What follows belongs to an exercise in optimizing a design on an open flow for small area, a short achievable clock period and few clock cycles per item; a production flow would make more cautious choices. Function was checked by simulation only, so behaviour that the tests miss may differ from the original. No activity file was given, so power comes from the tool's default toggle rates.

## flow/design.v

```verilog
package lfulru_pkg;
  localparam int SLOTS  = 16;
  localparam int SLOT_W = (SLOTS > 1) ? $clog2(SLOTS) : 1;
  localparam int CNT_W  = $clog2(SLOTS + 1);
  localparam int KEY_W  = 32;
  localparam int DATA_W = 32;
  localparam int USES_W = 8;
  localparam int CAP_W  = 5;
  localparam logic FUNC_GET = 1'b0;
  localparam logic FUNC_PUT = 1'b1;
endpackage
module lfulru_engine (
  input  logic                             clk,
  input  logic                             rst,
  input  logic                             start,
  input  logic                             func,
  input  logic [lfulru_pkg::KEY_W-1:0]     lookup_key,
  input  logic [lfulru_pkg::DATA_W-1:0]    store_value,
  input  logic [lfulru_pkg::CNT_W-1:0]     cap_eff,
  input  logic                             cap_zero,
  output logic                             busy,
  output logic                             done,
  output logic                             hit,
  output logic [lfulru_pkg::DATA_W-1:0]    read_value
);
  localparam int N  = lfulru_pkg::SLOTS;
  localparam int UW = lfulru_pkg::USES_W;
  logic                          op_vld;
  logic                          op_put;       
  logic                          op_wr;        
  logic [lfulru_pkg::KEY_W-1:0]  op_key;
  logic [lfulru_pkg::DATA_W-1:0] op_value;
  logic [N-1:0]                  match_r;      
  logic                          hit_p;        
  logic [UW-1:0]                 m_uses_r;     
  logic                          busy_q;
  logic                          done_r;
  logic                          hit_r;
  logic [lfulru_pkg::DATA_W-1:0] rdata_r;
  logic [N-1:0]                  valid;
  logic [lfulru_pkg::KEY_W-1:0]  keys  [N];
  logic [lfulru_pkg::DATA_W-1:0] vals  [N];
  logic [UW-1:0]                 uses  [N];
  logic [N-1:0]                  ord   [N];    
  logic [lfulru_pkg::CNT_W-1:0]  entries;
  logic                          take;
  logic [N-1:0]                  raw_match;
  logic [UW-1:0]                 raw_uses;
  logic                          eq_prev;
  logic [N-1:0]                  match;
  logic [lfulru_pkg::DATA_W-1:0] m_data;
  logic [N-1:0]                  victim;
  logic [N-1:0]                  free_s;
  logic [N-1:0]                  tgt;
  logic [N-1:0]                  we;
  logic [N-1:0]                  lt;           
  logic [UW-1:0]                 u_inc;
  logic [UW-1:0]                 u_new;
  logic                          at_cap;
  logic                          do_ins;
  logic                          do_use;
  assign busy   = busy_q;
  assign done   = done_r;
  assign take   = start && !busy_q;
  assign at_cap = (entries >= cap_eff);
  always_comb begin
    for (int i = 0; i < N; i++) begin
      raw_match[i] = valid[i] && (keys[i] == lookup_key);
    end
  end
  assign eq_prev = (lookup_key == op_key);
  always_comb begin
    if (eq_prev && do_ins) begin
      match = tgt;
    end else begin
      match = raw_match & ~(tgt & {N{do_ins}});
    end
  end
  always_comb begin
    raw_uses = '0;
    m_data   = '0;
    for (int i = 0; i < N; i++) begin
      raw_uses = raw_uses | (uses[i] & {UW{raw_match[i]}});
      m_data   = m_data | (vals[i] & {lfulru_pkg::DATA_W{match_r[i]}});
    end
  end
  always_comb begin
    for (int i = 0; i < N; i++) begin
      victim[i] = valid[i];
      for (int j = 0; j < N; j++) begin
        if (j < i) begin
          victim[i] = victim[i] & (!ord[j][i] | !valid[j]);
        end else if (j > i) begin
          victim[i] = victim[i] & (ord[i][j] | !valid[j]);
        end
      end
    end
  end
  always_comb begin
    for (int i = 0; i < N; i++) begin
      free_s[i] = !valid[i];
      for (int j = 0; j < i; j++) begin
        free_s[i] = free_s[i] & valid[j];
      end
    end
  end
  assign do_ins = op_wr && !hit_p;
  assign do_use = op_wr || (op_vld && !op_put && hit_p);
  always_comb begin
    if (hit_p) begin
      tgt = match_r;
    end else if (at_cap) begin
      tgt = victim;
    end else begin
      tgt = free_s;
    end
    we = tgt & {N{do_use}};
  end
  assign u_inc = (m_uses_r == '1) ? m_uses_r : (m_uses_r + UW'(1));
  assign u_new = do_ins ? UW'(1) : u_inc;
  function automatic logic less_than(input logic [UW-1:0] a, input logic [UW-1:0] b);
    logic r;
    r = 1'b0;
    for (int i = 0; i < UW; i++) begin
      r = (!a[i] && b[i]) || (!(a[i] ^ b[i]) && r);
    end
    less_than = r;
  endfunction
  always_comb begin
    for (int k = 0; k < N; k++) begin
      lt[k] = less_than(u_new, uses[k]);
    end
  end
  always_ff @(posedge clk) begin
    if (rst) begin
      op_vld  <= 1'b0;
      op_wr   <= 1'b0;
      done_r  <= 1'b0;
      busy_q  <= 1'b1;
      valid   <= '0;
      entries <= '0;
    end else begin
      op_vld <= take;
      op_wr  <= take && (func == lfulru_pkg::FUNC_PUT) && !cap_zero;
      done_r <= op_vld;
      busy_q <= 1'b0;
      if (do_ins) begin
        valid <= valid | tgt;
        if (!at_cap) begin
          entries <= entries + lfulru_pkg::CNT_W'(1);
        end
      end
    end
  end
  always_ff @(posedge clk) begin
    op_put   <= (func == lfulru_pkg::FUNC_PUT);
    op_key   <= lookup_key;
    op_value <= store_value;
    match_r  <= match;
    hit_p    <= |match;
    m_uses_r <= (eq_prev && do_use) ? u_new : raw_uses;
    hit_r    <= hit_p;
    rdata_r  <= op_put ? '0 : (m_data | {lfulru_pkg::DATA_W{!hit_p}});
  end
  always_ff @(posedge clk) begin
    for (int i = 0; i < N; i++) begin
      if (we[i]) begin
        uses[i] <= u_new;
        if (op_put) begin
          vals[i] <= op_value;
        end
        if (do_ins) begin
          keys[i] <= op_key;
        end
      end
      for (int j = i + 1; j < N; j++) begin
        if (we[i]) begin
          ord[i][j] <= lt[j];
        end else if (we[j]) begin
          ord[i][j] <= !lt[i];
        end
      end
    end
  end
  assign hit        = hit_r;
  assign read_value = rdata_r;
endmodule
module lfu_cache_lru_tiebreak_top (
  input  logic                          clk,
  input  logic                          rst,
  input  logic                          start,
  output logic                          busy,
  input  logic                          func,
  input  logic signed [31:0]            lookup_key,
  input  logic signed [31:0]            store_value,
  output logic                          done,
  output logic                          hit,
  output logic signed [31:0]            read_value,
  input  logic                          capacity_we,
  input  logic [lfulru_pkg::CAP_W-1:0]  capacity_in_use
);
  logic [lfulru_pkg::CNT_W-1:0]   cap_eff;
  logic                           cap_zero;
  logic [31:0]                    read_value_u;
  always_ff @(posedge clk) begin
    if (rst) begin
      cap_eff  <= lfulru_pkg::CNT_W'(lfulru_pkg::SLOTS);
      cap_zero <= 1'b0;
    end else if (capacity_we) begin
      if (32'(capacity_in_use) > 32'(lfulru_pkg::SLOTS)) begin
        cap_eff <= lfulru_pkg::CNT_W'(lfulru_pkg::SLOTS);
      end else begin
        cap_eff <= lfulru_pkg::CNT_W'(capacity_in_use);
      end
      cap_zero <= (capacity_in_use == '0);
    end
  end
  lfulru_engine u_engine (
    .clk         (clk),
    .rst         (rst),
    .start       (start),
    .func        (func),
    .lookup_key  (lookup_key),
    .store_value (store_value),
    .cap_eff     (cap_eff),
    .cap_zero    (cap_zero),
    .busy        (busy),
    .done        (done),
    .hit         (hit),
    .read_value  (read_value_u)
  );
  assign read_value = read_value_u;
endmodule
```

## flow/run.sh

```bash
#!/bin/bash
# synth_recipe.tcl (not shown) runs the flow's synth.tcl, then flattens the netlist and writes it again
# the make line also repeats each setting of config.mk as NAME=value (left out here)
make -C /OpenROAD-flow-scripts/flow DESIGN_CONFIG=/design/flow/config.mk WORK_HOME=/design/flow/orfs CLKGATE_MAP_FILE= SYNTH_SCRIPT=/design/flow/synth_recipe.tcl finish
```

## flow/config.mk

```make
export PLATFORM = sky130hd
export DESIGN_NAME = lfu_cache_lru_tiebreak_top
export DESIGN_NICKNAME = lfu_cache_lru_tiebreak_top
export VERILOG_FILES = /design/flow/design.v
export SDC_FILE = /design/flow/constraint.sdc
export NUM_CORES = 4
export LEC_CHECK = 0
export ABC_CLOCK_PERIOD_IN_PS = 3300
export CAP_MARGIN = 20
export CORE_MARGIN = 2
export CORE_UTILIZATION = 40
export CTS_BUF_LIST = sky130_fd_sc_hd__clkbuf_8
export CTS_CLUSTER_SIZE = 24
export PLACE_DENSITY = 0.6
export SETUP_SLACK_MARGIN = 2.7
export SLEW_MARGIN = 20
```

## flow/constraint.sdc

```tcl
create_clock -name core_clock -period 6.0 [get_ports {clk}]
set_input_delay 1.2000 -clock core_clock [delete_from_list [all_inputs] [get_ports {clk}]]
set_output_delay 1.2000 -clock core_clock [all_outputs]
set_load 0.01 [all_outputs]
```

==> results.cfg, run 1 <==
[run_status]
outcome = no timing/DRC/antenna violations

[place]
dpl-instance-area_um2 = 62900
dp_hpwl_um = 119000
pre_cts_ws_ns = 1.17
portBuffers = 108
post-place-cells = 5954
gp_congestion = 0.961

[synthesis]
synth-compound-area-share_pct = 8.65
syn-num-nets = 4163
synth_fa_ha_area_share_pct = 2.54
synth-edff-count = 1272
yosys_warnings = 6
synth_top_family_by_area = compound AO/OA/AOI/OAI gates
ys_seq_area_share_pct = 70.4
synth.area.mux_share_pct = 0.627
yosysUniqueCellTypes = 74
synth.cell_area_um2 = 58600
synth_xor_area_share_pct = 8.16
synth_flop_cell = edfxtp_1
async_flop_share_pct = 0
synthCells = 3970
syn_area_per_cell_um2 = 14.8
ys_seq_elements = 1426
yosys.area_share.simple_pct = 7.51

[critical_path]
r2r_slack_ns = 2.59
startpoint_type = register
cp.required_ns = 6.70
crit_type = register to register
crit-reg2reg-launch = u_engine.m_uses_r[0]
worst_path_most_repeated_cell = buf_6
max_stage_delay_ns = 0.42
endpoint_kind = register
cp-startpoint = u_engine.m_uses_r[0]
critPathArrivalTime_ns = 4.11
slowest_stage = or3_4
path_delay_family = compound AO/OA/AOI/OAI gates
crit_buf_inv = 6
path_cells = ha_4 -> buf_6 -> buf_6 -> buf_6 -> and3_4 -> a31oi_1 -> or3_4 -> buf_12 -> buf_6 -> ha_4 -> a2111oi_4 -> nor2b_1 -> a221o_2 -> buf_12 -> o21ai_0
crit_fanout = 8

[layout]
final_cell_count_no_fill = 6591
multi_input_area_um2 = 18300
fillers = 12300
layout.cells.most_common_list = edfxtp_1 (1,272), xor2_1 (491), buf_4 (255)
layout_commonest_cell = edfxtp_1
seq_area_um2 = 41300
num-nets-final = 4664
layout-drive-gt1-share_pct = 22.0
final_area_um2 = 71800
syn2layout_area_growth_pct = 22.4

[global_route]
grt_overflow = 0
globalRouteMet2Util_pct = 41.1
grt_pass1_wl_um = 278000
antenna_found_initial = 4
grt_max_degree = 50
grt_use_met3_pct = 5.33
grt_usage_pct = 25.8
met1_usage_pct = 35.0
top_usage_layer = met2
grt_pass1_vias = 37300

[route]
wirelength_um = 204000
drtAntennaViolNets = 0
dr_total_vias = 38900
drc_errors = 0
first_pass_iters = 6
wl_per_cell_um = 30.9
viasPerCell = 5.91
drtIter0Drc = 5342

[clocking]
numCtsBuffers = 227
clk_pin_slew_ns = 0.07
cts_buffer_depth = 3
clkSinkCount = 1426
holdBufCountCts = 0
cts.root.buffer_cell = clkbuf_8
tritoncts = built
clk_latency_ns = 0.99
h-tree-depth = 4

[timing]
fin_ws_ns = 2.59
period_share_pct = 56.8
finalMaxSlewViolations = 0
setup_viol = 0
worst_slew_pin_slew_ns = 1.22
max_freq_ghz = 0.293
tns_ns = 0
rsz0062_at_grt = yes
fin_crit_ns = 3.41
slew_headroom_pct = 18.5
fin_skew_ns = 0.0612
holdWs_ns = 0.446
hold_viol = 0

[floorplan]
core-area_um2 = 146000
dieWidth_um = 387
die_h_um = 387
pin_count = 109
start_util_pct = 40.3
rows = 140
die_area_um2 = 150000

[min_path]
min-delay-start = u_engine.op_key[8]
hp-class = register to register

[power]
peakVddDrop_mv = 0.196
leakage_nw = 24.9
power_density_nw_per_um2 = 273

[flow_run]
cap_viol_max_count = 0
-- cell type report --
cell class / instances / share of cell area, %
repair buffers: 486 / 7.11
clock inverters: 190 / 1.49
multi-input cells: 2276 / 25.5
clock buffers: 240 / 4.60
diodes: 2 / 0.00697
inverters: 51 / 0.352
repair inverters: 3 / 0.0314
well taps: 1917 / 3.34
flip-flops and latches: 1426 / 57.6
-- kinds of logic (layout without fill, tap and decap cells) --
group                      count (synthesis)  in the layout
DFF                                     1426           1426
and+or+nand+nor                          853            858
xor gates and xnor gates                 546            546
muxes                                     36             36
AOI/OAI and AO/OA                        708            717
other                                      0              2
adders and majority gates                119            119
buffers and inverters                    282            970
-- through the flow --
step	utilization [%]	total power, W
6_report	49.3	0.0196
5_1_grt	49.3	0.0201
4_1_cts	47.3	0.0196
3_5_place_dp	43.2	0.0117
3_3_place_gp	43.2	0.0117
2_1_floorplan	-	0.0114
-- sequential cells by signal, summed over array words and instances, names as in the netlist, 5 cells and up --
name               cells
cap_eff                5
u_engine.entries       5
u_engine.keys        512
u_engine.m_uses_r      8
u_engine.match_r      16
u_engine.op_key       32
u_engine.op_value     32
u_engine.ord         120
u_engine.rdata_r      32
u_engine.uses        128
u_engine.valid        16
u_engine.vals        512
-- synthesized netlist by cell type (7+ instances only) --
library cell / instances / share of area [%]
buf_4: 9 / 0.12
xor2_1: 491 / 7.3
a221oi_1: 39 / 0.58
o311ai_0: 7 / 0.10
edfxtp_1: 1272 / 65
clkbuf_1: 117 / 0.75
mux2i_1: 30 / 0.51
o21a_1: 20 / 0.26
a21oi_1: 123 / 1.0
a211o_1: 11 / 0.16
ha_1: 119 / 2.5
a2111oi_0: 14 / 0.21
buf_1: 8 / 0.051
a31oi_1: 37 / 0.39
nand4_1: 84 / 0.90
a222oi_1: 32 / 0.55
a22o_1: 33 / 0.49
nor2_1: 104 / 0.67
nand2b_1: 82 / 0.87
nand2_1: 266 / 1.7
nor2b_1: 18 / 0.19
o21ai_1: 18 / 0.15
a22oi_1: 222 / 2.8
nand3_1: 93 / 0.79
a21o_1: 7 / 0.090
o21ai_0: 63 / 0.54
buf_2: 92 / 0.79
inv_1: 45 / 0.29
nor3_1: 19 / 0.16
o2111ai_1: 33 / 0.49
a211oi_1: 11 / 0.14
dfxtp_1: 154 / 5.3
nor4_1: 127 / 1.4
nor3_2: 13 / 0.22
xnor2_1: 55 / 0.82
and2_1: 8 / 0.085
-- worst paths after layout --
check                               to  cells past startpoint
setup reg to reg    u_engine.ord[0][8]                     15
setup / recovery    u_engine.ord[0][8]                     15
hold reg to reg   u_engine.keys[13][8]                      0
hold / removal    u_engine.keys[13][8]                      0
-- per-layer routing --
| metal | part of all wire [%] | routed length [um] | vias to the layer above |
|---|---|---|---|
| li1 | - | - | 16300 |
| met1 | 40 | 80800 | 19700 |
| met2 | 46 | 93900 | 2417 |
| met3 | 10 | 20800 | 504 |
| met4 | 4.1 | 8330 | 0 |
| met5 | 0 | 0 | - |
-- repair_timing --
item / 4_1_cts / 5_1_grt
gates resized for setup: 231 / 317
cloned: 15 / 14
endpoints found under the setup margin: 1043 / 669
buffers inserted: 66 / 108
pin swaps: 38 / 111
-- power breakdown --
part / internal, W / switching, W
clock: 0.00397 / 0.00404
sequential: 0.0108 / 0.0000679
combinational: 0.000230 / 0.000455
Testbench counts, summed over its fixed seeds: cycles 4,816, items 4,800.
==> run 2, diff against run 1 <==
--- a/flow/config.mk
+++ b/flow/config.mk
@@ -11,4 +11,2 @@
 export CORE_UTILIZATION = 40
-export CTS_BUF_LIST = sky130_fd_sc_hd__clkbuf_8
-export CTS_CLUSTER_SIZE = 24
 export PLACE_DENSITY = 0.6
==> results.cfg, run 2 <==
[run_status]
outcome = no timing/DRC/antenna violations

[floorplan]
dieWidth_um = 387
rows = 140
die_area_um2 = 150000
die_h_um = 387
pin_count = 109
core-area_um2 = 146000
start_util_pct = 40.3

[min_path]
hp-class = register to register

[clocking]
cts.root.buffer_cell = clkbuf_16
clkSinkCount = 1426
h-tree-depth = 4
cts_buffer_depth = 3
tritoncts = built
numCtsBuffers = 152
clk_pin_slew_ns = 0.05
clk_latency_ns = 0.82
holdBufCountCts = 0

[route]
viasPerCell = 5.98
wl_per_cell_um = 31.3
wirelength_um = 200000
drtAntennaViolNets = 0
dr_total_vias = 38200
first_pass_iters = 6
drc_errors = 0
drtIter0Drc = 5318

[place]
portBuffers = 108
gp_congestion = 0.961
dp_hpwl_um = 119000

[timing]
hold_viol = 0
slew_headroom_pct = 17.7
setup_viol = 0
fin_skew_ns = 0.0583
tns_ns = 0
period_share_pct = 56.4
worst_slew_pin_slew_ns = 1.24
max_freq_ghz = 0.295
finalMaxSlewViolations = 0
holdWs_ns = 0.458
rsz0062_at_grt = yes
fin_crit_ns = 3.39

[layout]
layout-drive-gt1-share_pct = 18.7
layout_commonest_cell = edfxtp_1
syn2layout_area_growth_pct = 21.4
num-nets-final = 4538
reg.largest.list = u_engine.keys x512, u_engine.vals x512, u_engine.uses x128
layout.cells.most_common_list = edfxtp_1 (1,272), xor2_1 (490), nand2_1 (260)

[critical_path]
max_stage_delay_ns = 0.57
crit_fanout = 16
endpoint_kind = register
critPathArrivalTime_ns = 3.88
crit_type = register to register
startpoint_type = register
slowest_stage = or4_1
path_cells = buf_4 -> inv_1 -> o2111ai_2 -> or4_1 -> mux2_2 -> o21ai_2 -> nand2_4 -> buf_8 -> nor2_4 -> buf_12 -> clkbuf_16
cp.required_ns = 6.49

[synthesis]
syn-num-nets = 4163
ys_seq_area_share_pct = 70.4
synth_common_cells = edfxtp_1 (1,272), xor2_1 (491), nand2_1 (266)
synthCells = 3970
synth-edff-count = 1272
yosys.area_share.simple_pct = 7.51
yosysUniqueCellTypes = 74
yosysMostFrequentCell = edfxtp_1
synth_fa_ha_area_share_pct = 2.54
synth_xor_area_share_pct = 8.16
yosys_warnings = 6
synth_flop_cell = edfxtp_1
synth_top_area_share_pct = 65.1
synth_top_cell_by_area = edfxtp_1
synth-compound-area-share_pct = 8.65
ys_seq_elements = 1426
synth.area.mux_share_pct = 0.627
synth.cell_area_um2 = 58600
synth_top_family_by_area = compound AO/OA/AOI/OAI gates
synth.area.top_cells = edfxtp_1 (65%), xor2_1 (7.3%), dfxtp_1 (5.3%), a22oi_1 (2.8%), ha_1 (2.5%)
async_flop_share_pct = 0
syn_area_per_cell_um2 = 14.8

[global_route]
grt_overflow = 0
grt_max_degree = 48
grt_pass1_wl_um = 275000
grt_pass1_vias = 36600
antenna_found_initial = 2
grt_usage_pct = 25.6

[power]
leakage_nw = 24.4
power_density_nw_per_um2 = 296
peakVddDrop_mv = 0.206

[flow_run]
cap_viol_max_count = 0
## run 2: cell count changes in the layout (fill, tap and decap cells not counted), moves of 24 or more
cell,delta
clkbuf_16,+156
a21oi_1,+53
a21oi_2,-43
inv_1,-100
clkinv_1,-24
clkbuf_8,-222
clkbuf_1,+43
## run 2: timing repair
action / in CTS / in global routing
gates resized for setup: 246 / 176
setup endpoints to repair: 1089 / 710
pin swaps: 32 / 40
cloned: 10 / 11
buffers inserted: 70 / 61
## run 2: area by class of cell
cell class	instances	area, um^2
multi-input cells	2269	17500
well taps	1917	2400
inverters	51	246
fillers	12300	74400
flip-flops and latches	1426	41300
repair buffers	442	4570
repair inverters	3	22.5
diodes	1	2.50
clock inverters	66	747
clock buffers	217	4310
## run 2: metrics by stage
step / power [W] / setup WS (ns) / utilization [%] / instance area, um^2 / std cells
3_5_place_dp: 0.0117 / 1.17 / 43.2 / 62900 / 5954
3_3_place_gp: 0.0117 / 1.14 / 43.2 / 62800 / 5950
6_report: 0.0210 / 2.61 / 48.9 / 71200 / 6392
2_1_floorplan: 0.0114 / 2.68 / - / 58800 / 3970
5_1_grt: 0.0216 / 2.60 / 48.9 / 71200 / 6391
4_1_cts: 0.0211 / 2.31 / 47.8 / 69600 / 6317
## run 2: worst max-delay path: cells and delay by family, from the launching register on
kind            cells  cell delay (ns)
compound gates      2             0.39
buf+inv             5             1.03
flops               1             0.43
mux                 1             0.37
simple gates        3             0.83
## run 2: final timing paths
check / slack [ns] / end / start / cells past startpoint
max: 2.61 / u_engine.vals[6][3] / u_engine.valid[9] / 11
min: 0.46 / u_engine.keys[13][8] / u_engine.op_key[8] / 0
max reg2reg: 2.61 / u_engine.vals[6][3] / u_engine.valid[9] / 11
min reg2reg: 0.46 / u_engine.keys[13][8] / u_engine.op_key[8] / 0
## run 2: kinds of logic (layout without fill, tap and decap cells)
kind of cell	Yosys count	count (layout)
flops	1426	1426
buf+inv	282	779
compound gates	708	711
simple gates	853	857
mux	36	36
fa+ha+maj	119	119
other cells	0	1
xor+xnor	546	546
## run 2: metal layers
metal  share of wire [%]  track usage, %  wire (um)
met4                 3.5            8.71       6990
met2                  46            40.9      92500
met3                  10            4.91      20400
met1                  40            35.1      79900
met5                   0               0          0
## run 2: where the power goes
part           internal, W  switching (W)  total, W
registers           0.0108      0.0000679    0.0109
logic             0.000236       0.000456  0.000692
clock network      0.00545        0.00402   0.00947
==> run 3, diff against run 2 <==
--- a/flow/design.v
+++ b/flow/design.v
@@ -100,6 +100,3 @@
     for (int i = 0; i < N; i++) begin
-      free_s[i] = !valid[i];
-      for (int j = 0; j < i; j++) begin
-        free_s[i] = free_s[i] & valid[j];
-      end
+      free_s[i] = !valid[i] && ((i == 0) || valid[(i > 0) ? i - 1 : 0]);
     end
==> results.cfg, run 3 <==
[run_status]
outcome = no timing/DRC/antenna violations

[route]
dr_total_vias = 37600
drtAntennaViolNets = 0
drtIter0Drc = 5333
first_pass_iters = 6
drc_errors = 0
viasPerCell = 5.96
wl_per_cell_um = 31.1
wirelength_um = 196000

[floorplan]
rows = 140
die_area_um2 = 150000
pin_count = 109
die_h_um = 387
start_util_pct = 40.3
dieWidth_um = 387
core-area_um2 = 146000

[critical_path]
critPathArrivalTime_ns = 4.05
crit_fanout = 10
endpoint_kind = register
path_delay_family = simple AND/OR/NAND/NOR gates
startpoint_type = input port
path_cells = clkdlybuf4s50_1 -> xor2_1 -> nor4_2 -> nand4_1 -> nor3_4 -> buf_12 -> a22o_1 -> a221oi_1 -> nand4_1 -> mux2_2
cp.depth = 10
crit_buf_inv = 2
r2r_slack_ns = 2.66
timing.rr.end = u_engine.ord[1][5]
max_stage_delay_ns = 0.57
worst_path_most_repeated_cell = nand4_1
cp.required_ns = 6.69
crit-reg2reg-launch = u_engine.m_uses_r[1]
crit_type = input port to register
slowest_stage = xor2_1
rr_worst_depth = 16

[synthesis]
ys_seq_elements = 1426
synth_top_area_share_pct = 65.1
synthCells = 3915
yosysMostFrequentCell = edfxtp_1
synth.area.top_cells = edfxtp_1 (65%), xor2_1 (7.2%), dfxtp_1 (5.3%), a22oi_1 (3.0%), ha_1 (2.5%)
yosys_warnings = 6
syn-num-nets = 4108
ys_seq_area_share_pct = 70.4
synth-edff-count = 1272
synth_common_cells = edfxtp_1 (1,272), xor2_1 (483), nand2_1 (252)
synth.cell_area_um2 = 58600
yosysUniqueCellTypes = 71
async_flop_share_pct = 0
synth_top_cell_by_area = edfxtp_1
synth_flop_cell = edfxtp_1
syn_area_per_cell_um2 = 15.0

[power]
p_clk_share_pct = 44.9
leakage_nw = 24.4
power.internal_w = 0.0164
swShare_pct = 21.9
power_density_nw_per_um2 = 295
peakVddDrop_mv = 0.249
power.switching_w = 0.00459
seq_power_share_pct = 52.0
p_comb_share_pct = 3.1

[timing]
worst_slew_pin_slew_ns = 1.11
slew_headroom_pct = 25.9
tns_ns = 0
setup_viol = 0
fin_skew_ns = 0.0640
max_freq_ghz = 0.298
hold_viol = 0
period_share_pct = 56.0
finalMaxSlewViolations = 0
rsz0062_at_grt = yes
fin_ws_ns = 2.64
holdWs_ns = 0.451
fin_crit_ns = 3.36

[global_route]
grt_overflow = 0
globalRouteMet2Util_pct = 40.0
antenna_found_initial = 3
grt_use_met3_pct = 4.34
grt_max_degree = 53
grt_pass1_wl_um = 268000
grt_usage_pct = 25.1
met1_usage_pct = 35.5
top_usage_layer = met2
grt_pass1_vias = 35400

[layout]
layout.cells.most_common_list = edfxtp_1 (1,272), xor2_1 (482), nand2_1 (250)
num-nets-final = 4446
layout-drive-gt1-share_pct = 19.4
final_cell_count_no_fill = 6298
final_util_pct = 48.8
reg.largest.list = u_engine.keys x512, u_engine.vals x512, u_engine.uses x128
syn2layout_area_growth_pct = 21.1
fillers = 12300
layout_commonest_cell = edfxtp_1

[clocking]
tritoncts = built
cts_buffer_depth = 3
clk_pin_slew_ns = 0.06
h-tree-depth = 4
numCtsBuffers = 150
clk_latency_ns = 0.85
cts.root.buffer_cell = clkbuf_16
clkSinkCount = 1426

[place]
dp_hpwl_um = 115000
pre_cts_ws_ns = 0.915
portBuffers = 108
gp_congestion = 0.941
post-place-cells = 5880

[flow_run]
cap_viol_max_count = 0

[min_path]
whs_path_depth = 1
hold_end = u_engine.op_vld
hp-class = register to register
min-delay-start = u_engine.busy_q
-- run 3: changes by cell type in the layout (fill, tap and decap cells not counted), moves of 15 or more --
cell	delta
clkinv_2	+15
o21a_1	-20
nand2b_1	-15
a21o_1	+30
a21oi_1	-95
o21ai_0	-31
o21ai_2	+45
a31o_1	+15
clkinv_1	-18
o21ai_1	+28
buf_4	-41
-- run 3: kinds of logic (layout without fill, tap and decap cells) --
kind of cell / Yosys count / count (layout) / synth area share, %
fa+ha+maj: 119 / 119 / 2.54
buf+inv: 280 / 735 / 2.29
other cells: 0 / 1 / 0
xor+xnor: 544 / 544 / 8.14
mux: 49 / 49 / 0.851
simple gates: 815 / 820 / 7.17
flops: 1426 / 1426 / 70.4
compound gates: 682 / 687 / 8.61
-- run 3: layer usage --
metal  vias up  share of wire (%)
met5         -             0.0076
met4         2                3.0
met3       359                 10
met2      2250                 46
met1     19200                 41
li1      15700                  -
-- run 3: worst max-delay path by stage --
stage	from	endpoint	slack, ns
finish	lookup_key[24]	u_engine.m_uses_r[2]	2.64
global placement	lookup_key[21]	u_engine.hit_p	0.91
global route	u_engine.m_uses_r[0]	u_engine.ord[5][6]	2.55
detailed placement	lookup_key[21]	u_engine.hit_p	0.92
floorplan	u_engine.entries[0]	u_engine.keys[3][0]	2.60
CTS	u_engine.entries[0]	u_engine.keys[14][1]	2.59
-- run 3: layout make-up --
type	instances	area (um^2)	share of cell area [%]
diodes	1	2.50	0.00352
clock buffers	212	4200	5.91
clock inverters	67	883	1.24
inverters	53	256	0.361
multi-input cells	2219	17700	24.9
flip-flops and latches	1426	41300	58.2
well taps	1917	2400	3.38
repair buffers	402	4220	5.94
repair inverters	1	6.26	0.00881
-- run 3: power by group through the flow --
stage / sequential (W) / combinational (W) / clock (W)
after global routing: 0.0109 / 0.000683 / 0.00989
after CTS: 0.0109 / 0.000629 / 0.00950
after floorplan: 0.0111 / 0.000285 / 0
after detailed placement: 0.0111 / 0.000611 / 0
final: 0.0109 / 0.000657 / 0.00941
after global placement: 0.0111 / 0.000612 / 0
-- run 3: worst register-to-register path, delay by kind of cell (launching register included) --
kind	cells	cell delay, ns
adder cells (fa/ha/maj)	2	0.38
AND/OR/NAND/NOR	4	0.68
buffers and inverters	4	0.61
AO/OA/AOI/OAI	6	1.15
flip-flops	1	0.37
-- run 3: what timing repair did --
action / 4_1_cts / 5_1_grt
pin swaps: 33 / 62
setup buffers: 52 / 66
cloned: 3 / 13
resized for setup: 207 / 218
hold buffers: 0 / 0
setup endpoints to repair: 1133 / 726
-- run 3: through the flow --
step | power (W) | instance area (um^2)
2_1_floorplan | 0.0114 | 58700
3_3_place_gp | 0.0117 | 62500
3_5_place_dp | 0.0117 | 62600
4_1_cts | 0.0210 | 69000
5_1_grt | 0.0215 | 71000
6_report | 0.0210 | 71000
Testbench counts of run 3, summed over its fixed seeds: cycles 4,816, items 4,800.
==> run 4, diff against run 3 <==
==> flow/flow/run.sh (new file) <==
#!/bin/bash
# Standard layout, with the port buffers made of buf_4 cells instead of the
# delay-type buffer the port-buffering step picks on its own. Every input and
# output port still gets its own buffer.
set -euo pipefail
export BUFFER_PORTS_ARGS="-buffer_cell sky130_fd_sc_hd__buf_4"
bash standard.sh finish > standard_flow.log 2>&1
==> flow/standard.sh (new file) <==
#!/bin/bash
# synth_recipe.tcl (not shown) runs the flow's synth.tcl, then flattens the netlist and writes it again
# the make line also repeats each setting of config.mk as NAME=value (left out here)
make -C /OpenROAD-flow-scripts/flow DESIGN_CONFIG=/design/flow/config.mk WORK_HOME=/design/flow/orfs CLKGATE_MAP_FILE= SYNTH_SCRIPT=/design/flow/synth_recipe.tcl "${@:-finish}"
--- a/flow/config.mk
+++ b/flow/config.mk
@@ -7,3 +7,3 @@
 export LEC_CHECK = 0
-export ABC_CLOCK_PERIOD_IN_PS = 3300
+export ABC_CLOCK_PERIOD_IN_PS = 3100
 export CAP_MARGIN = 20
@@ -12,3 +12,3 @@
 export PLACE_DENSITY = 0.6
-export SETUP_SLACK_MARGIN = 2.7
+export SETUP_SLACK_MARGIN = 2.9
 export SLEW_MARGIN = 20
removed: flow/run.sh
==> results.cfg, run 4 <==
[global_route]
grt_overflow = 0
grt_pass1_wl_um = 272000
top_usage_layer = met2
antenna_found_initial = 2
globalRouteMet2Util_pct = 39.7
met1_usage_pct = 35.0
grt_usage_pct = 25.4
grt_max_degree = 66
grt_pass1_vias = 35900
grt_use_met3_pct = 4.91

[timing]
fin_skew_ns = 0.0466
max_freq_ghz = 0.314
finalMaxSlewViolations = 0
hold_viol = 0
worst_slew_pin_slew_ns = 1.20
period_share_pct = 53.1
slew_headroom_pct = 19.9
fin_crit_ns = 3.18
setup_viol = 0
rsz0062_at_grt = yes
tns_ns = 0

[floorplan]
start_util_pct = 40.3
die_h_um = 387
dieWidth_um = 387
core-area_um2 = 146000
pin_count = 109
die_area_um2 = 150000
rows = 140

[layout]
reg.largest.list = u_engine.keys x512, u_engine.vals x512, u_engine.uses x128
layout_commonest_cell = edfxtp_1
num-nets-final = 4439
layout.cells.most_common_list = edfxtp_1 (1,272), xor2_1 (480), buf_4 (293)
antenna_cells = 0
final_area_um2 = 70600
final_util_pct = 48.5
syn2layout_area_growth_pct = 20.4
layout-drive-gt1-share_pct = 21.4
final_cell_count_no_fill = 6288

[route]
drtIter0Drc = 5422
viasPerCell = 5.99
dr_total_vias = 37700
drc_errors = 0
first_pass_iters = 8
wirelength_um = 197000
wl_per_cell_um = 31.3
drtAntennaViolNets = 0

[critical_path]
startpoint_type = register
endpoint_kind = register
max_stage_delay_ns = 0.36
slowest_stage = dfxtp_4
crit_fanout = 11
cp.required_ns = 6.55
critPathArrivalTime_ns = 3.74
crit_type = register to register
path_cells = ha_4 -> nand4_1 -> or2_4 -> a21oi_4 -> clkinvlp_4 -> buf_12 -> ha_4 -> a21o_1 -> a21oi_2 -> nor2b_1 -> a31oi_1 -> o211a_4 -> buf_12 -> buf_4 -> o21ai_2

[synthesis]
ys_seq_area_share_pct = 70.4
synth-edff-count = 1272
yosysUniqueCellTypes = 71
synthCells = 3915
ys_seq_elements = 1426
async_flop_share_pct = 0
synth_common_cells = edfxtp_1 (1,272), xor2_1 (483), nand2_1 (252)
yosys_warnings = 6
syn_area_per_cell_um2 = 15.0
yosysMostFrequentCell = edfxtp_1
synth_top_area_share_pct = 65.1
synth.cell_area_um2 = 58600
synth.area.top_cells = edfxtp_1 (65%), xor2_1 (7.2%), dfxtp_1 (5.3%), a22oi_1 (3.0%), ha_1 (2.5%)
syn-num-nets = 4108
synth_flop_cell = edfxtp_1
synth_top_cell_by_area = edfxtp_1

[place]
dpl-instance-area_um2 = 62100
gp_congestion = 0.954
dp_hpwl_um = 114000
post-place-cells = 5844
portBuffers = 108

[min_path]
hp-class = register to register

[clocking]
numCtsBuffers = 151
tritoncts = built
h-tree-depth = 4
clk_latency_ns = 0.81
cts_buffer_depth = 3
clk_pin_slew_ns = 0.06
cts.root.buffer_cell = clkbuf_16
holdBufCountCts = 0
clkSinkCount = 1426

[flow_run]
cap_viol_max_count = 0

[power]
power_density_nw_per_um2 = 294
peakVddDrop_mv = 0.244
p_clk_share_pct = 44.5
power.internal_w = 0.0162
power.switching_w = 0.00451
seq_power_share_pct = 52.6
swShare_pct = 21.7
leakage_nw = 24.4
p_comb_share_pct = 2.9

[run_status]
outcome = no timing/DRC/antenna violations
## run 4: routing by layer
metal / wire, um / share of wire [%]
met3: 20000 / 10
met5: 0 / 0
met2: 89800 / 46
met1: 79000 / 40
met4: 8190 / 4.2
## run 4: layout make-up
| class | count | area [um^2] |
|---|---|---|
| Sequential cell | 1426 | 41300 |
| Clock buffer | 212 | 4180 |
| Clock inverter | 66 | 723 |
| Inverter | 53 | 273 |
| Fill cell | 12200 | 75000 |
| Multi-Input combinational cell | 2222 | 17800 |
| Timing Repair Buffer | 391 | 3910 |
| Timing Repair inverter | 1 | 3.75 |
| Tap cell | 1917 | 2400 |
## run 4: critical path: cells and delay by family, from the launching register on
family,cells,cell delay (ns)
compound gates,6,0.99
buf+inv,4,0.64
simple gates,3,0.55
fa+ha+maj,2,0.39
flops,1,0.36
## run 4: logic make-up (layout without fill, tap and decap cells)
logic type                 Yosys count  after routing  share of synthesized area, %
muxes                               49             49                         0.851
adders and majority gates          119            119                          2.54
AOI/OAI and AO/OA                  682            689                          8.61
DFF                               1426           1426                          70.4
buffers and inverters              280            723                          2.29
xor gates and xnor gates           544            544                          8.14
and+or+nand+nor                    815            821                          7.17
## run 4: stage by stage
step	hold WS, ns	power [W]	setup slack, ns
floorplan	0.371	0.0114	2.58
global route	0.463	0.0212	2.72
finish	0.448	0.0207	2.82
detailed placement	0.430	0.0117	1.42
global placement	0.428	0.0117	1.47
CTS	0.443	0.0208	2.89
## run 4: worst paths after layout
path / start / endpoint / slack, ns / cells past startpoint
max: u_engine.m_uses_r[0] / u_engine.ord[2][5] / 2.82 / 15
min reg2reg: u_engine.busy_q / u_engine.op_vld / 0.45 / 1
max reg2reg: u_engine.m_uses_r[0] / u_engine.ord[2][5] / 2.82 / 15
min: u_engine.busy_q / u_engine.op_vld / 0.45 / 1
## run 4: power by group through the flow
| stage | Sequential [W] | Combinational, W | Clock [W] |
|---|---|---|---|
| floorplan | 0.0111 | 0.000287 | 0 |
| global placement | 0.0111 | 0.000566 | 0 |
| detailed placement | 0.0111 | 0.000566 | 0 |
| CTS | 0.0109 | 0.000587 | 0.00932 |
| global route | 0.0109 | 0.000630 | 0.00971 |
| finish | 0.0109 | 0.000603 | 0.00924 |
## run 4: repair_timing
| item | in CTS | in global routing |
|---|---|---|
| cloned | 9 | 14 |
| pin swaps | 57 | 46 |
| gates resized for setup | 195 | 154 |
| buffers inserted | 95 | 48 |
| setup endpoints to repair | 1339 | 589 |
==> run 5, diff against run 4 <==
--- a/flow/design.v
+++ b/flow/design.v
@@ -20,2 +20,4 @@
   input  logic                             cap_zero,
+  input  logic                             cap_we,
+  input  logic [lfulru_pkg::CNT_W-1:0]     cap_new,
   output logic                             busy,
@@ -45,2 +47,4 @@
   logic [lfulru_pkg::CNT_W-1:0]  entries;
+  logic [lfulru_pkg::CNT_W-1:0]  entries_nx;
+  logic                          at_cap;       
   logic                          take;
@@ -58,3 +62,2 @@
   logic [UW-1:0]                 u_new;
-  logic                          at_cap;
   logic                          do_ins;
@@ -64,3 +67,2 @@
   assign take   = start && !busy_q;
-  assign at_cap = (entries >= cap_eff);
   always_comb begin
@@ -91,5 +93,5 @@
         if (j < i) begin
-          victim[i] = victim[i] & (!ord[j][i] | !valid[j]);
+          victim[i] = victim[i] & !ord[j][i];
         end else if (j > i) begin
-          victim[i] = victim[i] & (ord[i][j] | !valid[j]);
+          victim[i] = victim[i] & ord[i][j];
         end
@@ -103,3 +105,4 @@
   end
-  assign do_ins = op_wr && !hit_p;
+  assign do_ins     = op_wr && !hit_p;
+  assign entries_nx = (do_ins && !at_cap) ? entries + lfulru_pkg::CNT_W'(1) : entries;
   assign do_use = op_wr || (op_vld && !op_put && hit_p);
@@ -127,3 +130,3 @@
     for (int k = 0; k < N; k++) begin
-      lt[k] = less_than(u_new, uses[k]);
+      lt[k] = !valid[k] || less_than(u_new, uses[k]);
     end
@@ -138,2 +141,3 @@
       entries <= '0;
+      at_cap  <= 1'b0;
     end else begin
@@ -145,6 +149,5 @@
         valid <= valid | tgt;
-        if (!at_cap) begin
-          entries <= entries + lfulru_pkg::CNT_W'(1);
-        end
-      end
+      end
+      entries <= entries_nx;
+      at_cap  <= cap_we ? (entries_nx >= cap_new) : (entries_nx >= cap_eff);
     end
@@ -200,3 +203,11 @@
   logic                           cap_zero;
+  logic [lfulru_pkg::CNT_W-1:0]   cap_new;
   logic [31:0]                    read_value_u;
+  always_comb begin
+    if (32'(capacity_in_use) > 32'(lfulru_pkg::SLOTS)) begin
+      cap_new = lfulru_pkg::CNT_W'(lfulru_pkg::SLOTS);
+    end else begin
+      cap_new = lfulru_pkg::CNT_W'(capacity_in_use);
+    end
+  end
   always_ff @(posedge clk) begin
@@ -206,7 +217,3 @@
     end else if (capacity_we) begin
-      if (32'(capacity_in_use) > 32'(lfulru_pkg::SLOTS)) begin
-        cap_eff <= lfulru_pkg::CNT_W'(lfulru_pkg::SLOTS);
-      end else begin
-        cap_eff <= lfulru_pkg::CNT_W'(capacity_in_use);
-      end
+      cap_eff  <= cap_new;
       cap_zero <= (capacity_in_use == '0);
@@ -223,2 +230,4 @@
     .cap_zero    (cap_zero),
+    .cap_we      (capacity_we),
+    .cap_new     (cap_new),
     .busy        (busy),
--- a/flow/config.mk
+++ b/flow/config.mk
@@ -7,3 +7,3 @@
 export LEC_CHECK = 0
-export ABC_CLOCK_PERIOD_IN_PS = 3100
+export ABC_CLOCK_PERIOD_IN_PS = 3000
 export CAP_MARGIN = 20
@@ -11,4 +11,5 @@
 export CORE_UTILIZATION = 40
+export CTS_BUF_LIST = sky130_fd_sc_hd__clkbuf_4
 export PLACE_DENSITY = 0.6
-export SETUP_SLACK_MARGIN = 2.9
+export SETUP_SLACK_MARGIN = 3.0
 export SLEW_MARGIN = 20
==> results.cfg, run 5 <==
[run_status]
outcome = no timing/DRC/antenna violations

[timing]
worst_slew_pin_slew_ns = 0.996
tns_ns = 0
finalMaxSlewViolations = 0
fin_crit_ns = 3.43
hold_viol = 0
rsz0062_at_grt = yes
slew_headroom_pct = 33.0
fin_skew_ns = 0.142
fin_ws_ns = 2.57
period_share_pct = 57.2
max_freq_ghz = 0.292
setup_viol = 0

[critical_path]
timing.rr.end = u_engine.ord[3][10]
critPathArrivalTime_ns = 4.54
rr_worst_depth = 16
r2r_slack_ns = 2.57
cp.required_ns = 7.11
crit-reg2reg-launch = u_engine.m_uses_r[4]
startpoint_type = register
endpoint_kind = register
crit_type = register to register
crit_fanout = 7

[min_path]
hold_end = u_engine.busy_q
hp-class = input port to register
whs_path_depth = 1
min-delay-start = rst

[layout]
final_area_um2 = 70900
layout_commonest_cell = edfxtp_1
num-nets-final = 4547
reg.largest.list = u_engine.keys x512, u_engine.vals x512, u_engine.uses x128
layout-drive-gt1-share_pct = 30.6
layout.cells.most_common_list = edfxtp_1 (1,272), clkbuf_4 (623), xor2_1 (422)
syn2layout_area_growth_pct = 23.2
final_util_pct = 49.5

[place]
dpl-instance-area_um2 = 61300
pre_cts_ws_ns = 1.55
gp_congestion = 0.923
dp_hpwl_um = 109000
portBuffers = 108

[clocking]
numCtsBuffers = 377
tritoncts = built
clk_latency_ns = 1.36
cts_buffer_depth = 4
cts.root.buffer_cell = clkbuf_4
clk_pin_slew_ns = 0.06
h-tree-depth = 5
clkSinkCount = 1427

[power]
p_clk_share_pct = 43.5
power.switching_w = 0.00446
power_density_nw_per_um2 = 289
seq_power_share_pct = 53.4
p_comb_share_pct = 3.1
peakVddDrop_mv = 0.224
swShare_pct = 21.8
power.internal_w = 0.0160
leakage_nw = 24.9

[route]
drc_errors = 0
first_pass_iters = 5
wl_per_cell_um = 29.3
viasPerCell = 5.86
drtIter0Drc = 5796
dr_total_vias = 38400
wirelength_um = 192000
drtAntennaViolNets = 0

[synthesis]
synth.area.top_cells = edfxtp_1 (66%), xor2_1 (6.4%), dfxtp_1 (5.4%), a22oi_1 (2.7%), ha_1 (2.7%)
synth_common_cells = edfxtp_1 (1,272), xor2_1 (422), a22oi_1 (209)
ys_seq_elements = 1427
async_flop_share_pct = 0
synth_top_area_share_pct = 66.4
syn_area_per_cell_um2 = 15.2
synthCells = 3774
synth-edff-count = 1272
synth.cell_area_um2 = 57500
synth_top_cell_by_area = edfxtp_1
ys_seq_area_share_pct = 71.8
yosys_warnings = 6
syn-num-nets = 3972
yosysMostFrequentCell = edfxtp_1
synth_flop_cell = edfxtp_1
yosysUniqueCellTypes = 62

[global_route]
grt_max_degree = 40
grt_pass1_vias = 36900
grt_usage_pct = 25.5
antenna_found_initial = 6
grt_overflow = 0
grt_pass1_wl_um = 268000

[floorplan]
start_util_pct = 40.2
rows = 139
die_h_um = 383
pin_count = 109
die_area_um2 = 147000
dieWidth_um = 383
core-area_um2 = 143000

[flow_run]
cap_viol_max_count = 0
[run 5: cell count changes after synthesis, sizes merged, moves of 21 or more]
cell and delta:
xor2 -61, xnor2 +60, nand2 -51, nand2b -48, buf -45, nor2 -34, clkbuf +33, o2111ai -33
a21o -30, o21ai +30, a22oi -27, o21a +21
[run 5: metal layers]
layer | GRT usage, % | vias to the layer above | part of all wire, %
met5 | 0 | - | 0.0068
met4 | 8.79 | 2 | 3.2
met3 | 6.19 | 378 | 12
met2 | 38.8 | 2604 | 45
met1 | 35.8 | 19400 | 40
li1 | - | 16000 | -
[run 5: cells by family after synthesis]
kind of cell | after synthesis | share of synthesized area [%]
fa+ha+maj | 124 | 2.70
xor+xnor | 543 | 8.28
compound gates | 639 | 7.74
buf+inv | 263 | 2.00
mux | 31 | 0.550
flops | 1427 | 71.8
simple gates | 747 | 6.97
[run 5: area by class of cell]
cell class                      count  area (um^2)
Timing Repair inverter              1         20.0
Multi-Input combinational cell   2090        17400
Sequential cell                  1427        41400
Clock inverter                     48          372
Antenna cell                        8         20.0
Tap cell                         1903         2380
Clock buffer                      623         4680
Fill cell                       12000        72300
Inverter                           48          208
Timing Repair Buffer              404         4320
[run 5: critical path: stages, from the launching register on]
cell	delay (ns)
dfxtp_1	0.43
nand4_1	0.15
or2_4	0.29
mux2i_4	0.20
nor2_4	0.15
buf_6	0.14
inv_12	0.05
buf_6	0.11
ha_4	0.26
nand2_4	0.05
a211oi_4	0.30
o211ai_1	0.16
a21oi_2	0.27
o21ai_4	0.12
buf_12	0.14
and3b_2	0.27
o21ai_1	0.15
[run 5: timing repair]
item,4_1_cts,5_1_grt
setup buffers,80,42
hold buffers,33,0
cloned,21,4
setup endpoints to repair,826,318
pin swaps,101,69
hold endpoints to repair,33,0
gates resized for setup,448,158
[run 5: power by group through the flow]
stage / sequential, W / clock, W / combinational, W
final: 0.0109 / 0.00889 / 0.000643
after global routing: 0.0109 / 0.00955 / 0.000667
after CTS: 0.0109 / 0.00902 / 0.000611
after detailed placement: 0.0111 / 0 / 0.000568
after global placement: 0.0111 / 0 / 0.000567
after floorplan: 0.0111 / 0 / 0.000301
[run 5: metrics by stage]
step	cells	hold WS, ns	power, W
6_report	6552	0.159	0.0204
5_1_grt	6551	0.0750	0.0211
4_1_cts	6498	0.0577	0.0205
3_5_place_dp	5693	0.425	0.0117
3_3_place_gp	5690	0.423	0.0117
2_1_floorplan	3774	0.381	0.0114
[run 5: worst max-delay path by stage]
stage	start	end	slack, ns	depth (start not counted)
after CTS	u_engine.m_uses_r[0]	u_engine.ord[6][14]	2.68	16
after global routing	u_engine.m_uses_r[0]	u_engine.ord[3][10]	2.55	17
final	u_engine.m_uses_r[4]	u_engine.ord[3][10]	2.57	16
after floorplan	lookup_key[23]	u_engine.hit_p	2.59	10
after detailed placement	lookup_key[28]	u_engine.hit_p	1.55	9
after global placement	lookup_key[28]	u_engine.hit_p	1.60	9
Testbench counts of run 5, summed over its fixed seeds: cycles 4,816, items 4,800.
==> run 6, diff against run 5 <==
--- a/flow/config.mk
+++ b/flow/config.mk
@@ -11,3 +11,2 @@
 export CORE_UTILIZATION = 40
-export CTS_BUF_LIST = sky130_fd_sc_hd__clkbuf_4
 export PLACE_DENSITY = 0.6
==> results.cfg, run 6 <==
[run_status]
outcome = no timing/DRC/antenna violations

[critical_path]
crit-reg2reg-launch = u_engine.m_uses_r[1]
cp.required_ns = 6.54
crit_fanout = 7
endpoint_kind = register
startpoint_type = register
r2r_slack_ns = 2.43
cp-startpoint = u_engine.m_uses_r[1]
critPathArrivalTime_ns = 4.11
crit_type = register to register

[power]
power_density_nw_per_um2 = 295
peakVddDrop_mv = 0.246
leakage_nw = 24.6

[synthesis]
synth_top_cell_by_area = edfxtp_1
synth-edff-count = 1272
yosysUniqueCellTypes = 62
synth_flop_cell = edfxtp_1
syn_area_per_cell_um2 = 15.2
yosysMostFrequentCell = edfxtp_1
synth_top_area_share_pct = 66.4
async_flop_share_pct = 0
synth.cell_area_um2 = 57500
ys_seq_elements = 1427
synthCells = 3774
ys_seq_area_share_pct = 71.8
yosys_warnings = 6
synth.area.top_cells = edfxtp_1 (66%), xor2_1 (6.4%), dfxtp_1 (5.4%), a22oi_1 (2.7%), ha_1 (2.7%)
syn-num-nets = 3972
synth_common_cells = edfxtp_1 (1,272), xor2_1 (422), a22oi_1 (209)

[route]
wl_per_cell_um = 31.0
wirelength_um = 191000
drtIter0Drc = 5545
viasPerCell = 5.98
drc_errors = 0
first_pass_iters = 7
drtAntennaViolNets = 0
dr_total_vias = 36900

[global_route]
grt_max_degree = 40
grt_overflow = 0
grt_pass1_vias = 34900
antenna_found_initial = 3
grt_pass1_wl_um = 265000
grt_usage_pct = 25.4

[layout]
layout-drive-gt1-share_pct = 24.7
layout.cells.most_common_list = edfxtp_1 (1,272), xor2_1 (415), buf_4 (258)
antenna_cells = 0
num-nets-final = 4338
layout_commonest_cell = edfxtp_1
reg.largest.list = u_engine.keys x512, u_engine.vals x512, u_engine.uses x128
final_cell_count_no_fill = 6173
syn2layout_area_growth_pct = 24.1

[floorplan]
start_util_pct = 40.2
die_h_um = 383
rows = 139
die_area_um2 = 147000
core-area_um2 = 143000
pin_count = 109
dieWidth_um = 383

[timing]
fin_crit_ns = 3.57
holdWs_ns = 0.433
worst_slew_pin_slew_ns = 1.15
max_freq_ghz = 0.280
slew_headroom_pct = 22.8
rsz0062_at_grt = yes
finalMaxSlewViolations = 0
tns_ns = 0
fin_ws_ns = 2.43
fin_skew_ns = 0.0599
period_share_pct = 59.5
hold_viol = 0
setup_viol = 0

[clocking]
cts.root.buffer_cell = clkbuf_16
tritoncts = built
cts_buffer_depth = 3
clkSinkCount = 1427
h-tree-depth = 4
clk_pin_slew_ns = 0.06
holdBufCountCts = 0
numCtsBuffers = 151
clk_latency_ns = 0.82

[place]
pre_cts_ws_ns = 1.55
post-place-cells = 5693
gp_congestion = 0.923
portBuffers = 108
dp_hpwl_um = 109000

[min_path]
hp-class = register to register
min-delay-start = u_engine.busy_q

[flow_run]
cap_viol_max_count = 0
## run 6: cell counts after synthesis
No cell type changed its count.
## run 6: path summary, 6_finish.rpt
kind                         end  cells after the start
max          u_engine.ord[6][11]                     19
min reg2reg      u_engine.op_vld                      1
max reg2reg  u_engine.ord[6][11]                     19
min              u_engine.op_vld                      1
## run 6: cells by family after synthesis
group,share of synthesized area (%)
mux,0.550
fa+ha+maj,2.70
xor+xnor,8.28
flops,71.8
compound gates,7.74
simple gates,6.97
buf+inv,2.00
## run 6: where the power goes
group	leakage (nW)	internal [W]	switching [W]
clock network	2.49	0.00542	0.00406
logic	9.57	0.000255	0.000417
registers	12.5	0.0108	0.0000892
total	24.6	0.0165	0.00457
## run 6: what timing repair did
action / in CTS / in global routing
pin swaps: 121 / 83
setup buffers: 100 / 73
resized for setup: 432 / 228
setup endpoints to repair: 798 / 492
gates cloned: 19 / 5
## run 6: area by class of cell
class                   instances  area [um^2]
clock buffers                 228         4400
clock inverters                55          746
fillers                     11800        71700
inverters                      48          219
multi-input cells            2091        17500
flip-flops and latches       1427        41400
well taps                    1903         2380
repair buffers                420         4740
repair inverters                1         11.3
## run 6: layer usage
metal	GRT usage, %	vias up	routed length [um]
li1	-	15400	-
met5	0	-	9
met2	38.4	2296	86500
met1	36.0	18900	77000
met3	5.88	358	22100
met4	8.44	2	5830
## run 6: stage by stage
step	cell area, um^2	utilization, %	total power, W
6_report	71400	49.9	0.0211
5_1_grt	71400	49.9	0.0216
4_1_cts	69700	48.7	0.0211
3_5_place_dp	61300	42.8	0.0117
3_3_place_gp	61300	42.8	0.0117
2_1_floorplan	58200	-	0.0114
## run 6: worst max-delay path, cell delays in order, from the launching register on
cell and delay (ns):
dfxtp_4 0.36, ha_4 0.12, nand4_1 0.13, or2_4 0.31, mux2i_4 0.20, nor2_4 0.14, buf_6 0.12, buf_12 0.09
buf_12 0.10, inv_12 0.04, ha_1 0.26, nand2_1 0.07, a211oi_2 0.19, o211ai_1 0.14, a21oi_2 0.31, o21ai_2 0.16
nand4b_1 0.21, buf_6 0.16, clkbuf_16 0.14, o21ai_2 0.05
==> run 7, diff against run 6 <==
--- a/flow/config.mk
+++ b/flow/config.mk
@@ -7,3 +7,3 @@
 export LEC_CHECK = 0
-export ABC_CLOCK_PERIOD_IN_PS = 3000
+export ABC_CLOCK_PERIOD_IN_PS = 3100
 export CAP_MARGIN = 20
@@ -12,3 +12,3 @@
 export PLACE_DENSITY = 0.6
-export SETUP_SLACK_MARGIN = 3.0
+export SETUP_SLACK_MARGIN = 2.9
 export SLEW_MARGIN = 20
==> results.cfg, run 7 <==
[floorplan]
die_area_um2 = 147000
start_util_pct = 40.2
rows = 139
pin_count = 109
die_h_um = 383
core-area_um2 = 143000
dieWidth_um = 383

[critical_path]
max_stage_delay_ns = 0.45
r2r_slack_ns = 2.52
startpoint_type = register
rr_worst_depth = 16
cp.required_ns = 6.65
path_cells = nand4_1 -> or2_4 -> mux2i_4 -> nor2_4 -> inv_6 -> buf_12 -> buf_12 -> ha_4 -> nand3_2 -> a21oi_2 -> o211ai_1 -> a21oi_1 -> o31ai_1 -> nand4b_1 -> buf_6 -> o21ai_1
cp-startpoint = u_engine.m_uses_r[3]
crit_buf_inv = 4
slowest_stage = dfxtp_1
endpoint_kind = register
crit_type = register to register
timing.rr.end = u_engine.ord[0][10]
worst_path_most_repeated_cell = buf_12
path_delay_family = compound AO/OA/AOI/OAI gates
critPathArrivalTime_ns = 4.13
cp.depth = 16
crit-reg2reg-launch = u_engine.m_uses_r[3]
crit_end = u_engine.ord[0][10]
crit_fanout = 8

[timing]
tns_ns = 0
rsz0062_at_grt = yes
setup_viol = 0
max_freq_ghz = 0.287
fin_skew_ns = 0.0709
hold_viol = 0
fin_crit_ns = 3.48
finalMaxSlewViolations = 0
period_share_pct = 58.1
holdWs_ns = 0.442
slew_headroom_pct = 9.16
worst_slew_pin_slew_ns = 1.35

[global_route]
grt_pass1_wl_um = 264000
globalRouteMet2Util_pct = 39.3
top_usage_layer = met2
grt_use_met3_pct = 5.02
grt_overflow = 0
met1_usage_pct = 35.4
grt_pass1_vias = 35000
antenna_found_initial = 3
grt_usage_pct = 25.3
grt_max_degree = 44

[place]
portBuffers = 108
gp_congestion = 0.935
dp_hpwl_um = 109000
post-place-cells = 5698

[power]
power_density_nw_per_um2 = 304
p_comb_share_pct = 2.9
fin_total_pwr_w = 0.0213
power.internal_w = 0.0167
swShare_pct = 21.8
leakage_nw = 24.1
p_clk_share_pct = 46.0
power.switching_w = 0.00465
seq_power_share_pct = 51.1
peakVddDrop_mv = 0.290

[synthesis]
syn-num-nets = 3972
async_flop_share_pct = 0
synth_top_area_share_pct = 66.4
synth.cell_area_um2 = 57500
synth-edff-count = 1272
synthCells = 3774
yosys_warnings = 6
synth_top_cell_by_area = edfxtp_1
ys_seq_elements = 1427
synth.area.top_cells = edfxtp_1 (66%), xor2_1 (6.4%), dfxtp_1 (5.4%), a22oi_1 (2.7%), ha_1 (2.7%)
ys_seq_area_share_pct = 71.8
synth_flop_cell = edfxtp_1
syn_area_per_cell_um2 = 15.2
yosysMostFrequentCell = edfxtp_1
synth_common_cells = edfxtp_1 (1,272), xor2_1 (422), a22oi_1 (209)
yosysUniqueCellTypes = 62

[clocking]
numCtsBuffers = 154
tritoncts = built
holdBufCountCts = 0
cts.root.buffer_cell = clkbuf_16
clk_latency_ns = 0.84
clk_pin_slew_ns = 0.06
cts_buffer_depth = 3
h-tree-depth = 4
clkSinkCount = 1427

[route]
drc_errors = 0
drtAntennaViolNets = 0
dr_total_vias = 37000
wl_per_cell_um = 31.0
viasPerCell = 6.03
wirelength_um = 190000
first_pass_iters = 6
drtIter0Drc = 5207

[min_path]
hp-class = register to register

[layout]
reg.largest.list = u_engine.keys x512, u_engine.vals x512, u_engine.uses x128
layout_commonest_cell = edfxtp_1
final_cell_count_no_fill = 6134
layout-drive-gt1-share_pct = 22.4
final_util_pct = 49.1
layout.cells.most_common_list = edfxtp_1 (1,272), xor2_1 (420), buf_4 (250)
fillers = 11900
syn2layout_area_growth_pct = 22.1
num-nets-final = 4297

[run_status]
outcome = no timing/DRC/antenna violations

[flow_run]
cap_viol_max_count = 0
[run 7: cell counts after synthesis]
No cell type changed its count.
[run 7: layer usage]
| metal | vias up | part of all wire, % | wire length, um |
|---|---|---|---|
| li1 | 15300 | - | - |
| met1 | 18800 | 39 | 74900 |
| met2 | 2445 | 45 | 86200 |
| met3 | 458 | 11 | 21600 |
| met4 | 0 | 3.9 | 7480 |
| met5 | - | 0 | 0 |
[run 7: worst min-delay path by stage]
| stage | from | end | slack, ns | cells after the start |
|---|---|---|---|---|
| finish | u_engine.busy_q | u_engine.op_vld | 0.44 | 1 |
| global route | store_value[10] | u_engine.op_value[10] | 0.42 | 1 |
| CTS | store_value[10] | u_engine.op_value[10] | 0.41 | 1 |
| global placement | u_engine.busy_q | u_engine.op_vld | 0.44 | 1 |
| detailed placement | u_engine.busy_q | u_engine.op_vld | 0.44 | 1 |
| floorplan | u_engine.hit_p | u_engine.hit_r | 0.38 | 0 |
[run 7: cell type report]
| type | instances | area (um^2) | share of cell area (%) |
|---|---|---|---|
| flip-flops and latches | 1427 | 41400 | 58.9 |
| multi-input cells | 2091 | 17100 | 24.4 |
| clock buffers | 210 | 4260 | 6.07 |
| repair buffers | 377 | 3830 | 5.45 |
| well taps | 1903 | 2380 | 3.39 |
| clock inverters | 77 | 1100 | 1.56 |
| inverters | 48 | 196 | 0.280 |
| diodes | 1 | 2.50 | 0.00356 |
[run 7: timing repair]
action                                  4_1_cts  5_1_grt
hold endpoints to repair                      0        0
gates cloned                                 15        4
gates resized for setup                     417      144
endpoints found under the setup margin      805      425
pin swaps                                    99       79
buffers inserted                             89       39
[run 7: stage by stage]
stage	area [um^2]	setup WS [ns]
floorplan	58000	2.59
global placement	61200	1.61
detailed placement	61200	1.61
CTS	69200	2.53
global route	70200	2.48
finish	70300	2.52
[run 7: cell families after synthesis]
kind of cell | count (synthesis) | share of synthesized area [%]
AO/OA/AOI/OAI | 639 | 7.74
XOR/XNOR | 543 | 8.28
adder cells (fa/ha/maj) | 124 | 2.70
buffers and inverters | 263 | 2.00
flip-flops | 1427 | 71.8
multiplexers | 31 | 0.550
AND/OR/NAND/NOR | 747 | 6.97
[run 7: worst reg2reg max path, stage by stage (launching register included)]
cell      delay [ns]
dfxtp_1         0.45
nand4_1         0.16
or2_4           0.28
mux2i_4         0.20
nor2_4          0.20
inv_6           0.07
buf_12          0.15
buf_12          0.13
ha_4            0.21
nand3_2         0.07
a21oi_2         0.04
o211ai_1        0.37
a21oi_1         0.15
o31ai_1         0.30
nand4b_1        0.22
buf_6           0.22
o21ai_1         0.09
[run 7: power by group through the flow]
stage          combinational, W  sequential, W  clock, W
6_report               0.000628         0.0109   0.00981
5_1_grt                0.000653         0.0109    0.0103
4_1_cts                0.000592         0.0109   0.00989
3_5_place_dp           0.000572         0.0111         0
3_3_place_gp           0.000572         0.0111         0
2_1_floorplan          0.000297         0.0111         0
==> run 8, diff against run 7 <==
==> flow/run.sh (new file) <==
#!/bin/bash
# synth_recipe.tcl (not shown) runs the flow's synth.tcl, then flattens the netlist and writes it again
# the make line also repeats each setting of config.mk as NAME=value (left out here)
make -C /OpenROAD-flow-scripts/flow DESIGN_CONFIG=/design/flow/config.mk WORK_HOME=/design/flow/orfs CLKGATE_MAP_FILE= SYNTH_SCRIPT=/design/flow/synth_recipe.tcl finish
--- a/flow/config.mk
+++ b/flow/config.mk
@@ -7,3 +7,3 @@
 export LEC_CHECK = 0
-export ABC_CLOCK_PERIOD_IN_PS = 3100
+export ABC_CLOCK_PERIOD_IN_PS = 3300
 export CAP_MARGIN = 20
@@ -12,3 +12,3 @@
 export PLACE_DENSITY = 0.6
-export SETUP_SLACK_MARGIN = 2.9
+export SETUP_SLACK_MARGIN = 2.7
 export SLEW_MARGIN = 20
removed: flow/flow/run.sh
removed: flow/standard.sh
==> results.cfg, run 8 <==
[layout]
syn2layout_area_growth_pct = 18.9
final_area_um2 = 68400
layout-drive-gt1-share_pct = 16.3
reg.largest.list = u_engine.keys x512, u_engine.vals x512, u_engine.uses x128
fillers = 12100
layout_commonest_cell = edfxtp_1
final_util_pct = 47.8
layout.cells.most_common_list = edfxtp_1 (1,272), xor2_1 (422), a22oi_1 (209)
num-nets-final = 4236

[synthesis]
async_flop_share_pct = 0
synth_fa_ha_area_share_pct = 2.70
syn_area_per_cell_um2 = 15.2
yosys_warnings = 6
yosysMostFrequentCell = edfxtp_1
synthCells = 3774
synth_top_area_share_pct = 66.4
synth.area.top_cells = edfxtp_1 (66%), xor2_1 (6.4%), dfxtp_1 (5.4%), a22oi_1 (2.7%), ha_1 (2.7%)
synth_flop_cell = edfxtp_1
yosysUniqueCellTypes = 62
ys_seq_area_share_pct = 71.8
synth_xor_area_share_pct = 8.28
synth-edff-count = 1272
synth.cell_area_um2 = 57500
yosys.area_share.simple_pct = 6.97
synth_top_family_by_area = XOR/XNOR gates
synth.area.mux_share_pct = 0.550
synth_common_cells = edfxtp_1 (1,272), xor2_1 (422), a22oi_1 (209)
synth_top_cell_by_area = edfxtp_1
ys_seq_elements = 1427
synth-compound-area-share_pct = 7.74
syn-num-nets = 3972

[clocking]
cts_buffer_depth = 3
numCtsBuffers = 149
clk_pin_slew_ns = 0.06
cts.root.buffer_cell = clkbuf_16
h-tree-depth = 4
clk_latency_ns = 0.83
clkSinkCount = 1427
tritoncts = built

[critical_path]
endpoint_kind = register
max_stage_delay_ns = 0.37
r2r_slack_ns = 2.63
critPathArrivalTime_ns = 3.88
path_delay_family = simple AND/OR/NAND/NOR gates
crit_buf_inv = 3
crit_fanout = 16
worst_path_most_repeated_cell = ha_4
startpoint_type = register
path_cells = ha_4 -> nand4_1 -> or2_4 -> mux2i_1 -> nor2_2 -> buf_12 -> inv_12 -> ha_4 -> nand2_1 -> a211oi_2 -> o211ai_1 -> a21oi_2 -> o21ai_2 -> nand4b_1 -> buf_6 -> o21ai_1
cp.required_ns = 6.51
crit_type = register to register
slowest_stage = dfxtp_4

[timing]
fin_skew_ns = 0.0661
setup_viol = 0
max_freq_ghz = 0.297
slew_headroom_pct = 25.4
period_share_pct = 56.1
tns_ns = 0
rsz0062_at_grt = yes
hold_viol = 0
worst_slew_pin_slew_ns = 1.12
fin_crit_ns = 3.37
finalMaxSlewViolations = 0

[global_route]
grt_pass1_vias = 33900
grt_use_met3_pct = 4.56
grt_pass1_wl_um = 256000
met1_usage_pct = 34.4
grt_usage_pct = 24.6
antenna_found_initial = 9
grt_overflow = 0
top_usage_layer = met2
globalRouteMet2Util_pct = 39.0
grt_max_degree = 40

[power]
fin_total_pwr_w = 0.0209
peakVddDrop_mv = 0.380
power_density_nw_per_um2 = 305
leakage_nw = 23.4

[route]
viasPerCell = 5.92
wirelength_um = 185000
first_pass_iters = 6
drtIter0Drc = 5197
dr_total_vias = 35900
drc_errors = 0
drtAntennaViolNets = 0
wl_per_cell_um = 30.5

[floorplan]
core-area_um2 = 143000
rows = 139
pin_count = 109
die_h_um = 383
start_util_pct = 40.2
dieWidth_um = 383
die_area_um2 = 147000

[run_status]
outcome = no timing/DRC/antenna violations

[flow_run]
cap_viol_max_count = 0

[place]
gp_congestion = 0.935
dp_hpwl_um = 108000
dpl-instance-area_um2 = 61600
portBuffers = 108

[min_path]
hp-class = register to register
run 8: cell counts after synthesis:
No cell type changed its count.
run 8: area by class of cell:
class,instances,area [um^2],area share [%]
Sequential cell,1427,41400,60.5
Multi-Input combinational cell,2085,16200,23.7
Clock buffer,204,4130,6.03
Timing Repair Buffer,327,3290,4.80
Tap cell,1903,2380,3.48
Clock inverter,74,847,1.24
Inverter,48,201,0.294
Antenna cell,2,5.00,0.00732
run 8: per-layer routing:
layer,vias to the layer above,share of wire [%]
met5,-,0.0070
met4,2,3.1
met3,331,9.7
met2,2043,47
met1,18500,40
li1,15100,-
run 8: repair_timing:
item,4_1_cts,5_1_grt
cloned,1,3
hold buffers,0,0
setup endpoints to repair,674,179
gates resized for setup,205,167
pin swaps,52,58
setup buffers,48,14
run 8: stage by stage:
step,hold slack [ns],setup slack [ns],std cells
global placement,0.429,0.959,5716
finish,0.437,2.63,6070
floorplan,0.381,2.59,3774
detailed placement,0.433,1.08,5719
global route,0.467,2.53,6068
CTS,0.444,2.57,6046
run 8: cells by family after synthesis:
group,Yosys count
fa+ha+maj,124
flops,1427
compound gates,639
buf+inv,263
simple gates,747
xor+xnor,543
mux,31
run 8: worst paths after layout:
| path | endpoint | from | cells after the start |
|---|---|---|---|
| hold reg to reg | u_engine.op_vld | u_engine.busy_q | 1 |
| setup / recovery | u_engine.ord[3][8] | u_engine.m_uses_r[0] | 16 |
| setup reg to reg | u_engine.ord[3][8] | u_engine.m_uses_r[0] | 16 |
| hold / removal | u_engine.op_vld | u_engine.busy_q | 1 |
run 8: worst reg2reg max path: cells and delay by family, from the launching register on:
kind | cells | cell delay, ns
AOI/OAI and AO/OA | 5 | 0.85
adders and majority gates | 2 | 0.40
buffers and inverters | 3 | 0.43
DFF | 1 | 0.37
muxes | 1 | 0.13
and+or+nand+nor | 5 | 0.93
run 8: power breakdown:
group | total [W] | switching [W] | internal, W | leakage, nW
combinational | 0.000670 | 0.000431 | 0.000239 | 8.42
clock | 0.00927 | 0.00405 | 0.00522 | 2.42
sequential | 0.0109 | 0.000100 | 0.0108 | 12.5

[static timing again, ports no longer ideal]
Ports are ideal in the flow. The routed layouts listed here were re-timed in OpenROAD. Step 1 assumes that a clkbuf_16 drives the clock port and a buf_2 every other input. Step 2, shift: input delay + t, output delay - t, t = (earliest + latest rising clock arrival at the registers) / 2. This alone moves slack from input paths to output paths. Slacks: no drivers / after step 1 / after step 2; pairs: no drivers / after step 1.
run	t, ns	slack for setup (ns)
run 1	1.038	2.591 / 2.591 / 1.747
run 2	0.868	2.613 / 2.613 / 1.848
run 3	0.897	2.640 / 2.657 / 1.801
run 4	0.864	2.816 / 2.816 / 2.079
run 5	1.348	2.571 / 2.571 / 1.765
run 6	0.857	2.430 / 2.430 / 2.094
run 7	0.883	2.516 / 2.516 / 1.895
run 8	0.878	2.631 / 2.631 / 1.856
After both steps every run listed still meets setup and hold.
